This design comes from an exercise in tuning for small area, a short achievable clock period and few clock cycles per item on the open sky130 flow, not from production work.

==> v39 <==
==> flow/design.v <==
package hdbe_op_pkg;
  typedef enum logic [3:0] {
    ADD  = 4'd0,
    SUB  = 4'd1,
    MUL  = 4'd2,
    SHL  = 4'd3,
    LSHR = 4'd4,
    ASHR = 4'd5,
    AND  = 4'd6,
    OR   = 4'd7,
    XOR  = 4'd8
  } op_e;
  localparam logic [3:0] OpLastLegal = 4'd8;
  typedef struct packed {
    logic ovf;
    logic zero;
    logic illegal;
  } op_flags_t;
  function automatic logic op_is_legal(input logic [3:0] op);
    op_is_legal = (op <= OpLastLegal);
  endfunction
endpackage
module binary_op_alu (
  input  logic [3:0]  op,
  input  logic [31:0] lhs,
  input  logic [31:0] rhs,
  output logic [31:0] result,
  output logic        ovf
);
  logic        sub_s;
  logic [31:0] rhs_x_s;
  logic [31:0] sum_s;
  logic        is_shl_s;
  logic        fill_s;
  logic        amt_big_s;
  logic [31:0] src_s;
  logic [31:0] shr_s;
  logic [31:0] sh_s;
  assign sub_s   = op[0];
  assign rhs_x_s = rhs ^ {32{sub_s}};
  assign sum_s   = lhs + rhs_x_s + {31'd0, sub_s};
  assign is_shl_s  = !op[2];
  assign fill_s    = op[2] && op[0] && lhs[31];
  assign amt_big_s = |rhs[31:5];
  always_comb begin
    for (int i = 0; i < 32; i++) src_s[i] = is_shl_s ? lhs[31-i] : lhs[i];
  end
  assign shr_s = 32'($signed({fill_s, src_s}) >>> rhs[4:0]);
  always_comb begin
    for (int i = 0; i < 32; i++) sh_s[i] = amt_big_s ? fill_s : (is_shl_s ? shr_s[31-i] : shr_s[i]);
  end
  always_comb begin
    result = '0;
    ovf    = 1'b0;
    case (op)
      hdbe_op_pkg::ADD,
      hdbe_op_pkg::SUB: begin
        result = sum_s;
        ovf    = (lhs[31] == rhs_x_s[31]) && (sum_s[31] != lhs[31]);
      end
      hdbe_op_pkg::SHL,
      hdbe_op_pkg::LSHR,
      hdbe_op_pkg::ASHR: result = sh_s;
      hdbe_op_pkg::AND:  result = lhs & rhs;
      hdbe_op_pkg::OR:   result = lhs | rhs;
      hdbe_op_pkg::XOR:  result = lhs ^ rhs;
      hdbe_op_pkg::MUL:  result = rhs;
      default:           result = '0;
    endcase
  end
endmodule
module binary_op_booth_enc #(
  parameter int G = 4
) (
  input  logic [2*G:0] y,
  output logic [G-1:0] neg,
  output logic [G-1:0] one,
  output logic [G-1:0] two
);
  always_comb begin
    for (int i = 0; i < G; i++) begin
      neg[i] = y[2*i+2];
      one[i] = y[2*i+1] ^ y[2*i];
      two[i] = (y[2*i+2] & ~y[2*i+1] & ~y[2*i]) | (~y[2*i+2] & y[2*i+1] & y[2*i]);
    end
  end
endmodule
module binary_op_mulstep #(
  parameter int G = 4
) (
  input  logic [31:0]       a,
  input  logic [31:0]       h,
  input  logic [G-1:0]      neg,
  input  logic [G-1:0]      one,
  input  logic [G-1:0]      two,
  output logic [32+2*G-1:0] t
);
  localparam int TW = 32 + 2 * G;
  function automatic logic [TW-1:0] bias();
    logic [TW-1:0] b;
    b = -(TW'(1) << 31);
    for (int i = 0; i < G; i++) b = b - (TW'(1) << (32 + 2 * i));
    bias = b;
  endfunction
  localparam logic [TW-1:0] Bias = bias();
  logic [TW-1:0] rows_s [G];
  logic [TW-1:0] hrow_s;
  logic [TW-1:0] krow_s;
  logic [TW-1:0] s1_s, c1_s, s2_s, c2_s, s3_s, c3_s, s4_s, c4_s;
  always_comb begin
    for (int i = 0; i < G; i++) begin
      logic [32:0] mag;
      mag = ({33{one[i]}} & {a[31], a}) | ({33{two[i]}} & {a, 1'b0});
      mag = mag ^ {33{neg[i]}};
      rows_s[i] = TW'({~mag[32], mag[31:0]}) << (2 * i);
      if (i > 0) rows_s[i][2*i-2] = neg[i-1];
    end
    hrow_s = TW'({~h[31], h[30:0]});
    krow_s = Bias;
    krow_s[2*G-2] = neg[G-1];
  end
  function automatic logic [TW-1:0] maj(input logic [TW-1:0] x, input logic [TW-1:0] y,
                                        input logic [TW-1:0] z);
    maj = (x & y) | (x & z) | (y & z);
  endfunction
  assign s1_s = rows_s[0] ^ rows_s[1] ^ rows_s[2];
  assign c1_s = maj(rows_s[0], rows_s[1], rows_s[2]) << 1;
  assign s2_s = rows_s[3] ^ hrow_s ^ krow_s;
  assign c2_s = maj(rows_s[3], hrow_s, krow_s) << 1;
  assign s3_s = s1_s ^ c1_s ^ s2_s;
  assign c3_s = maj(s1_s, c1_s, s2_s) << 1;
  assign s4_s = s3_s ^ c3_s ^ c2_s;
  assign c4_s = maj(s3_s, c3_s, c2_s) << 1;
  assign t    = s4_s + c4_s;
endmodule
module binary_op_pipe
#(
  parameter int ParamBitWidth = 32,
  parameter int ParamLatency  = 2,
  parameter int ParamTagWidth = 8
) (
  input  logic                     clk,
  input  logic                     reset,
  input  logic                     in_valid,
  output logic                     in_ready,
  input  logic [3:0]               in_op,
  input  logic [ParamBitWidth-1:0] in_lhs,
  input  logic [ParamBitWidth-1:0] in_rhs,
  input  logic [ParamTagWidth-1:0] in_tag,
  output logic                     out_valid,
  input  logic                     out_ready,
  output logic [ParamBitWidth-1:0] out_result,
  output logic [ParamTagWidth-1:0] out_tag,
  output logic                     out_ovf,
  output logic                     out_zero,
  output logic                     out_illegal
);
  logic          valid_r;
  logic          busy_r;
  logic [1:0]    cnt_r;      
  logic [1:0]    len_r;      
  logic [31:0]   res_r;
  logic [31:0]   a_r;
  logic [31:0]   h_r;
  logic [3:0]    neg_r;      
  logic [3:0]    one_r;
  logic [3:0]    two_r;
  logic [7:0]    tag_r;
  logic          ovf_r;
  logic          ill_r;
  logic          mul_r;
  logic          take_s;
  logic          in_mul_s;
  logic [31:0]   alu_result_s;
  logic          alu_ovf_s;
  logic [39:0]   step_s;
  logic [1:0]    rhs_len_s;
  logic          swap_s;
  logic [1:0]    sel_s;
  logic [31:0]   shifted_s;
  logic [31:0]   hi_mask_s;
  logic [7:0]    mplier_s;
  logic [3:0]    in_neg_s, in_one_s, in_two_s;
  logic [3:0]    nx_neg_s, nx_one_s, nx_two_s;
  binary_op_alu u_alu (
    .op     (in_op),
    .lhs    (in_lhs),
    .rhs    (in_rhs),
    .result (alu_result_s),
    .ovf    (alu_ovf_s)
  );
  binary_op_mulstep #(
    .G(4)
  ) u_mulstep (
    .a   (a_r),
    .h   (h_r),
    .neg (neg_r),
    .one (one_r),
    .two (two_r),
    .t   (step_s)
  );
  binary_op_booth_enc #(
    .G(4)
  ) u_enc_in (
    .y   ({mplier_s, 1'b0}),
    .neg (in_neg_s),
    .one (in_one_s),
    .two (in_two_s)
  );
  binary_op_booth_enc #(
    .G(4)
  ) u_enc_next (
    .y   (res_r[15:7]),
    .neg (nx_neg_s),
    .one (nx_one_s),
    .two (nx_two_s)
  );
  function automatic logic [1:0] mul_len(input logic [31:0] v);
    if (v[31:7] == {25{v[31]}}) mul_len = 2'd0;
    else if (v[31:15] == {17{v[31]}}) mul_len = 2'd1;
    else if (v[31:23] == {9{v[31]}}) mul_len = 2'd2;
    else mul_len = 2'd3;
  endfunction
  assign rhs_len_s = mul_len(in_rhs);
  assign swap_s    = (in_lhs[31:7] == {25{in_lhs[31]}});
  assign mplier_s  = swap_s ? in_lhs[7:0] : in_rhs[7:0];
  assign in_ready = !busy_r && (!valid_r || out_ready);
  assign take_s   = in_valid && in_ready;
  assign in_mul_s = (in_op == hdbe_op_pkg::MUL);
  always_ff @(posedge clk or posedge reset) begin
    if (reset) begin
      valid_r <= 1'b0;
      busy_r  <= 1'b0;
      cnt_r   <= '0;
    end else if (take_s) begin
      valid_r <= !in_mul_s;
      busy_r  <= in_mul_s;
      cnt_r   <= swap_s ? 2'd0 : rhs_len_s;
    end else if (busy_r) begin
      cnt_r <= cnt_r - 1'b1;
      if (cnt_r == 2'd0) begin
        busy_r  <= 1'b0;
        valid_r <= 1'b1;
      end
    end else if (out_ready) begin
      valid_r <= 1'b0;
    end
  end
  assign sel_s = (cnt_r == 2'd0) ? len_r : 2'd3;
  always_comb begin
    case (sel_s)
      2'd0:    shifted_s = {step_s[31:0]};
      2'd1:    shifted_s = {step_s[23:0], res_r[31:24]};
      2'd2:    shifted_s = {step_s[15:0], res_r[31:16]};
      default: shifted_s = {step_s[7:0], res_r[31:8]};
    endcase
  end
  always_ff @(posedge clk) begin
    if (take_s) begin
      tag_r   <= in_tag;
      ill_r   <= !hdbe_op_pkg::op_is_legal(in_op);
      mul_r   <= in_mul_s;
      ovf_r   <= alu_ovf_s;
      len_r   <= swap_s ? 2'd0 : rhs_len_s;
      a_r     <= swap_s ? in_rhs : in_lhs;
      h_r     <= '0;
      neg_r   <= in_neg_s;
      one_r   <= in_one_s;
      two_r   <= in_two_s;
      res_r   <= alu_result_s;
    end else if (busy_r) begin
      h_r     <= step_s[39:8];
      res_r   <= shifted_s;
      neg_r   <= nx_neg_s;
      one_r   <= nx_one_s;
      two_r   <= nx_two_s;
    end
  end
  always_comb begin
    case (len_r)
      2'd0:    hi_mask_s = 32'hFF00_0000;
      2'd1:    hi_mask_s = 32'hFFFF_0000;
      2'd2:    hi_mask_s = 32'hFFFF_FF00;
      default: hi_mask_s = 32'hFFFF_FFFF;
    endcase
  end
  assign out_valid   = valid_r;
  assign out_result  = res_r;
  assign out_tag     = tag_r;
  assign out_ovf     = ovf_r || (mul_r && (|((h_r ^ {32{res_r[31]}}) & hi_mask_s)));
  assign out_zero    = (res_r == 32'd0);
  assign out_illegal = ill_r;
endmodule
==> flow/flow/run.sh <==
#!/bin/bash
set -euo pipefail
args=()
while IFS= read -r line; do
  [[ -z "$line" || "$line" == \#* ]] && continue
  args+=("$line")
done < flow/params.txt
printf '%s\n' "${args[@]}" > flow_params.log
bash standard.sh "${args[@]}" finish > flow_make.log 2>&1
==> flow/flow/params.txt <==
SETUP_SLACK_MARGIN=6.8
BUFFER_PORTS_ARGS=-buffer_cell sky130_fd_sc_hd__buf_1
TNS_END_PERCENT=30
==> flow/standard.sh <==
#!/bin/bash
# synth_recipe.tcl (not shown) runs the flow's synth.tcl, then flattens the netlist and writes it again
# the make line also repeats each setting of config.mk as NAME=value (left out here)
make -C /OpenROAD-flow-scripts/flow DESIGN_CONFIG=/design/flow/config.mk WORK_HOME=/design/flow/orfs CLKGATE_MAP_FILE= SYNTH_SCRIPT=/design/flow/synth_recipe.tcl "${@:-finish}"
==> flow/config.mk <==
export PLATFORM = sky130hd
export DESIGN_NAME = binary_op_pipe
export DESIGN_NICKNAME = binary_op_pipe
export VERILOG_FILES = /design/flow/design.v
export SDC_FILE = /design/flow/constraint.sdc
export NUM_CORES = 4
export LEC_CHECK = 0
export ABC_AREA = 1
export CAP_MARGIN = 20
export CORE_MARGIN = 2
export CORE_UTILIZATION = 40
export CTS_BUF_LIST = sky130_fd_sc_hd__clkbuf_8
export SLEW_MARGIN = 20
==> flow/constraint.sdc <==
create_clock -name core_clock -period 12.0 [get_ports {clk}]
set_input_delay 2.4000 -clock core_clock [delete_from_list [all_inputs] [get_ports {clk}]]
set_output_delay 2.4000 -clock core_clock [all_outputs]
set_load 0.01 [all_outputs]
==> v12: changes against v39 <==
--- a/flow/design.v
+++ b/flow/design.v
@@ -36,11 +36,11 @@
   logic [31:0] src_s;
   logic [31:0] shr_s;
   logic [31:0] sh_s;
-  assign sub_s   = op[0];
+  assign sub_s   = (op == hdbe_op_pkg::SUB);
   assign rhs_x_s = rhs ^ {32{sub_s}};
   assign sum_s   = lhs + rhs_x_s + {31'd0, sub_s};
-  assign is_shl_s  = !op[2];
-  assign fill_s    = op[2] && op[0] && lhs[31];
+  assign is_shl_s  = (op == hdbe_op_pkg::SHL);
+  assign fill_s    = (op == hdbe_op_pkg::ASHR) && lhs[31];
   assign amt_big_s = |rhs[31:5];
   always_comb begin
     for (int i = 0; i < 32; i++) src_s[i] = is_shl_s ? lhs[31-i] : lhs[i];
@@ -64,25 +64,8 @@
       hdbe_op_pkg::AND:  result = lhs & rhs;
       hdbe_op_pkg::OR:   result = lhs | rhs;
       hdbe_op_pkg::XOR:  result = lhs ^ rhs;
-      hdbe_op_pkg::MUL:  result = rhs;
       default:           result = '0;
     endcase
-  end
-endmodule
-module binary_op_booth_enc #(
-  parameter int G = 4
-) (
-  input  logic [2*G:0] y,
-  output logic [G-1:0] neg,
-  output logic [G-1:0] one,
-  output logic [G-1:0] two
-);
-  always_comb begin
-    for (int i = 0; i < G; i++) begin
-      neg[i] = y[2*i+2];
-      one[i] = y[2*i+1] ^ y[2*i];
-      two[i] = (y[2*i+2] & ~y[2*i+1] & ~y[2*i]) | (~y[2*i+2] & y[2*i+1] & y[2*i]);
-    end
   end
 endmodule
 module binary_op_mulstep #(
@@ -90,9 +73,7 @@
 ) (
   input  logic [31:0]       a,
   input  logic [31:0]       h,
-  input  logic [G-1:0]      neg,
-  input  logic [G-1:0]      one,
-  input  logic [G-1:0]      two,
+  input  logic [2*G:0]      y,
   output logic [32+2*G-1:0] t
 );
   localparam int TW = 32 + 2 * G;
@@ -103,35 +84,26 @@
     bias = b;
   endfunction
   localparam logic [TW-1:0] Bias = bias();
-  logic [TW-1:0] rows_s [G];
-  logic [TW-1:0] hrow_s;
-  logic [TW-1:0] krow_s;
-  logic [TW-1:0] s1_s, c1_s, s2_s, c2_s, s3_s, c3_s, s4_s, c4_s;
-  always_comb begin
+  logic [32:0]   rows_s [G];
+  logic [TW-1:0] negs_s;
+  always_comb begin
+    negs_s = '0;
     for (int i = 0; i < G; i++) begin
+      logic        neg, one, two;
       logic [32:0] mag;
-      mag = ({33{one[i]}} & {a[31], a}) | ({33{two[i]}} & {a, 1'b0});
-      mag = mag ^ {33{neg[i]}};
-      rows_s[i] = TW'({~mag[32], mag[31:0]}) << (2 * i);
-      if (i > 0) rows_s[i][2*i-2] = neg[i-1];
+      neg = y[2*i+2];
+      one = y[2*i+1] ^ y[2*i];
+      two = (y[2*i+2] & ~y[2*i+1] & ~y[2*i]) | (~y[2*i+2] & y[2*i+1] & y[2*i]);
+      mag = ({33{one}} & {a[31], a}) | ({33{two}} & {a, 1'b0});
+      mag = mag ^ {33{neg}};
+      rows_s[i] = {~mag[32], mag[31:0]};
+      negs_s[2*i] = neg;
     end
-    hrow_s = TW'({~h[31], h[30:0]});
-    krow_s = Bias;
-    krow_s[2*G-2] = neg[G-1];
-  end
-  function automatic logic [TW-1:0] maj(input logic [TW-1:0] x, input logic [TW-1:0] y,
-                                        input logic [TW-1:0] z);
-    maj = (x & y) | (x & z) | (y & z);
-  endfunction
-  assign s1_s = rows_s[0] ^ rows_s[1] ^ rows_s[2];
-  assign c1_s = maj(rows_s[0], rows_s[1], rows_s[2]) << 1;
-  assign s2_s = rows_s[3] ^ hrow_s ^ krow_s;
-  assign c2_s = maj(rows_s[3], hrow_s, krow_s) << 1;
-  assign s3_s = s1_s ^ c1_s ^ s2_s;
-  assign c3_s = maj(s1_s, c1_s, s2_s) << 1;
-  assign s4_s = s3_s ^ c3_s ^ c2_s;
-  assign c4_s = maj(s3_s, c3_s, c2_s) << 1;
-  assign t    = s4_s + c4_s;
+  end
+  always_comb begin
+    t = TW'({~h[31], h[30:0]}) + negs_s + Bias;
+    for (int i = 0; i < G; i++) t = t + (TW'(rows_s[i]) << (2 * i));
+  end
 endmodule
 module binary_op_pipe
 #(
@@ -162,9 +134,7 @@
   logic [31:0]   res_r;
   logic [31:0]   a_r;
   logic [31:0]   h_r;
-  logic [3:0]    neg_r;      
-  logic [3:0]    one_r;
-  logic [3:0]    two_r;
+  logic          bprev_r;
   logic [7:0]    tag_r;
   logic          ovf_r;
   logic          ill_r;
@@ -174,14 +144,12 @@
   logic [31:0]   alu_result_s;
   logic          alu_ovf_s;
   logic [39:0]   step_s;
+  logic [1:0]    lhs_len_s;
   logic [1:0]    rhs_len_s;
   logic          swap_s;
   logic [1:0]    sel_s;
   logic [31:0]   shifted_s;
   logic [31:0]   hi_mask_s;
-  logic [7:0]    mplier_s;
-  logic [3:0]    in_neg_s, in_one_s, in_two_s;
-  logic [3:0]    nx_neg_s, nx_one_s, nx_two_s;
   binary_op_alu u_alu (
     .op     (in_op),
     .lhs    (in_lhs),
@@ -192,28 +160,10 @@
   binary_op_mulstep #(
     .G(4)
   ) u_mulstep (
-    .a   (a_r),
-    .h   (h_r),
-    .neg (neg_r),
-    .one (one_r),
-    .two (two_r),
-    .t   (step_s)
-  );
-  binary_op_booth_enc #(
-    .G(4)
-  ) u_enc_in (
-    .y   ({mplier_s, 1'b0}),
-    .neg (in_neg_s),
-    .one (in_one_s),
-    .two (in_two_s)
-  );
-  binary_op_booth_enc #(
-    .G(4)
-  ) u_enc_next (
-    .y   (res_r[15:7]),
-    .neg (nx_neg_s),
-    .one (nx_one_s),
-    .two (nx_two_s)
+    .a (a_r),
+    .h (h_r),
+    .y ({res_r[7:0], bprev_r}),
+    .t (step_s)
   );
   function automatic logic [1:0] mul_len(input logic [31:0] v);
     if (v[31:7] == {25{v[31]}}) mul_len = 2'd0;
@@ -221,9 +171,9 @@
     else if (v[31:23] == {9{v[31]}}) mul_len = 2'd2;
     else mul_len = 2'd3;
   endfunction
+  assign lhs_len_s = mul_len(in_lhs);
   assign rhs_len_s = mul_len(in_rhs);
-  assign swap_s    = (in_lhs[31:7] == {25{in_lhs[31]}});
-  assign mplier_s  = swap_s ? in_lhs[7:0] : in_rhs[7:0];
+  assign swap_s    = (lhs_len_s < rhs_len_s);
   assign in_ready = !busy_r && (!valid_r || out_ready);
   assign take_s   = in_valid && in_ready;
   assign in_mul_s = (in_op == hdbe_op_pkg::MUL);
@@ -235,7 +185,7 @@
     end else if (take_s) begin
       valid_r <= !in_mul_s;
       busy_r  <= in_mul_s;
-      cnt_r   <= swap_s ? 2'd0 : rhs_len_s;
+      cnt_r   <= swap_s ? lhs_len_s : rhs_len_s;
     end else if (busy_r) begin
       cnt_r <= cnt_r - 1'b1;
       if (cnt_r == 2'd0) begin
@@ -261,19 +211,15 @@
       ill_r   <= !hdbe_op_pkg::op_is_legal(in_op);
       mul_r   <= in_mul_s;
       ovf_r   <= alu_ovf_s;
-      len_r   <= swap_s ? 2'd0 : rhs_len_s;
+      len_r   <= swap_s ? lhs_len_s : rhs_len_s;
       a_r     <= swap_s ? in_rhs : in_lhs;
       h_r     <= '0;
-      neg_r   <= in_neg_s;
-      one_r   <= in_one_s;
-      two_r   <= in_two_s;
-      res_r   <= alu_result_s;
+      bprev_r <= 1'b0;
+      res_r   <= !in_mul_s ? alu_result_s : (swap_s ? in_lhs : in_rhs);
     end else if (busy_r) begin
       h_r     <= step_s[39:8];
       res_r   <= shifted_s;
-      neg_r   <= nx_neg_s;
-      one_r   <= nx_one_s;
-      two_r   <= nx_two_s;
+      bprev_r <= res_r[7];
     end
   end
   always_comb begin
==> flow/flow/params.txt (replaced) <==
SETUP_SLACK_MARGIN=6.2
BUFFER_PORTS_ARGS=-buffer_cell sky130_fd_sc_hd__buf_2
CTS_BUF_LIST = unset   (was sky130_fd_sc_hd__clkbuf_8)
==> qor summary <==
Count of different cell masters after synthesis: v12 62; v39 53
Height of the die: v12 236 µm; v39 234 µm
GR met2 Demand/Resource: v12 55.0%; v39 54.0%
Grt met1 use: v12 44.1%; v39 41.9%
Status: v12 timing/DRC/antenna clean; v39 timing/DRC/antenna clean
# clock sinks: v12 114; v39 125
Critical register-to-register path startpoint: v12 res_r[3]; v39 neg_r[2]
Final weighted congestion of routability-driven global placement: v12 1.04; v39 1.07
Fraction of final layout cells with drive strength greater than 1: v12 15.3%; v39 4.88%
Global-route wire length before repair: v12 145 mm; v39 135 mm
Kind of critical path: v12 register to register; v39 primary input to output pin
Synthesized instance count: v12 3258; v39 3186
Multi-input gate share of the layout cell area: v12 68.9%; v39 66.9%
Worst setup path startpoint: v12 res_r[3]; v39 out_ready
Relative slew slack: v12 28.8%; v39 28.8%
HPWL after detailed placement: v12 76.3 mm; v39 71.3 mm
Clock tree root buffer cell: v12 clkbuf_16; v39 clkbuf_8
Proportion of synthesized flip-flops having asynchronous set or reset: v12 3.51%; v39 3.20%
No run of this note included a check of the RTL's function; only the layout flow was run.

-- separate check: timing with driven ports --
Ports are ideal in the flow. The routed layouts listed here were re-timed in OpenROAD.
Step 1: set_driving_cell puts a clkbuf_16 on clk and a buf_2 on each other input, an assumption about the parent block.
Step 2 moves the port delays by t, midway between the first and last clock arrival at a register: inputs arrive t later, outputs are due t later. That takes back most of the time a late clock gives input paths.
Slacks: no drivers / after step 1 / after step 2; pairs: no drivers / after step 1.
| run | shift t [ns] | setup slack, ns | worst setup path at the end |
|---|---|---|---|
| v39 | 0.538 | 6.768 / 6.745 / 6.306 | input to register |
| v12 | 0.534 | 6.133 / 6.133 / 5.707 | input to register |
After both steps every run listed still meets setup and hold. The setup slack of v39, which loses most, moves by -0.023 ns with the drivers and by -0.462 ns with both steps.
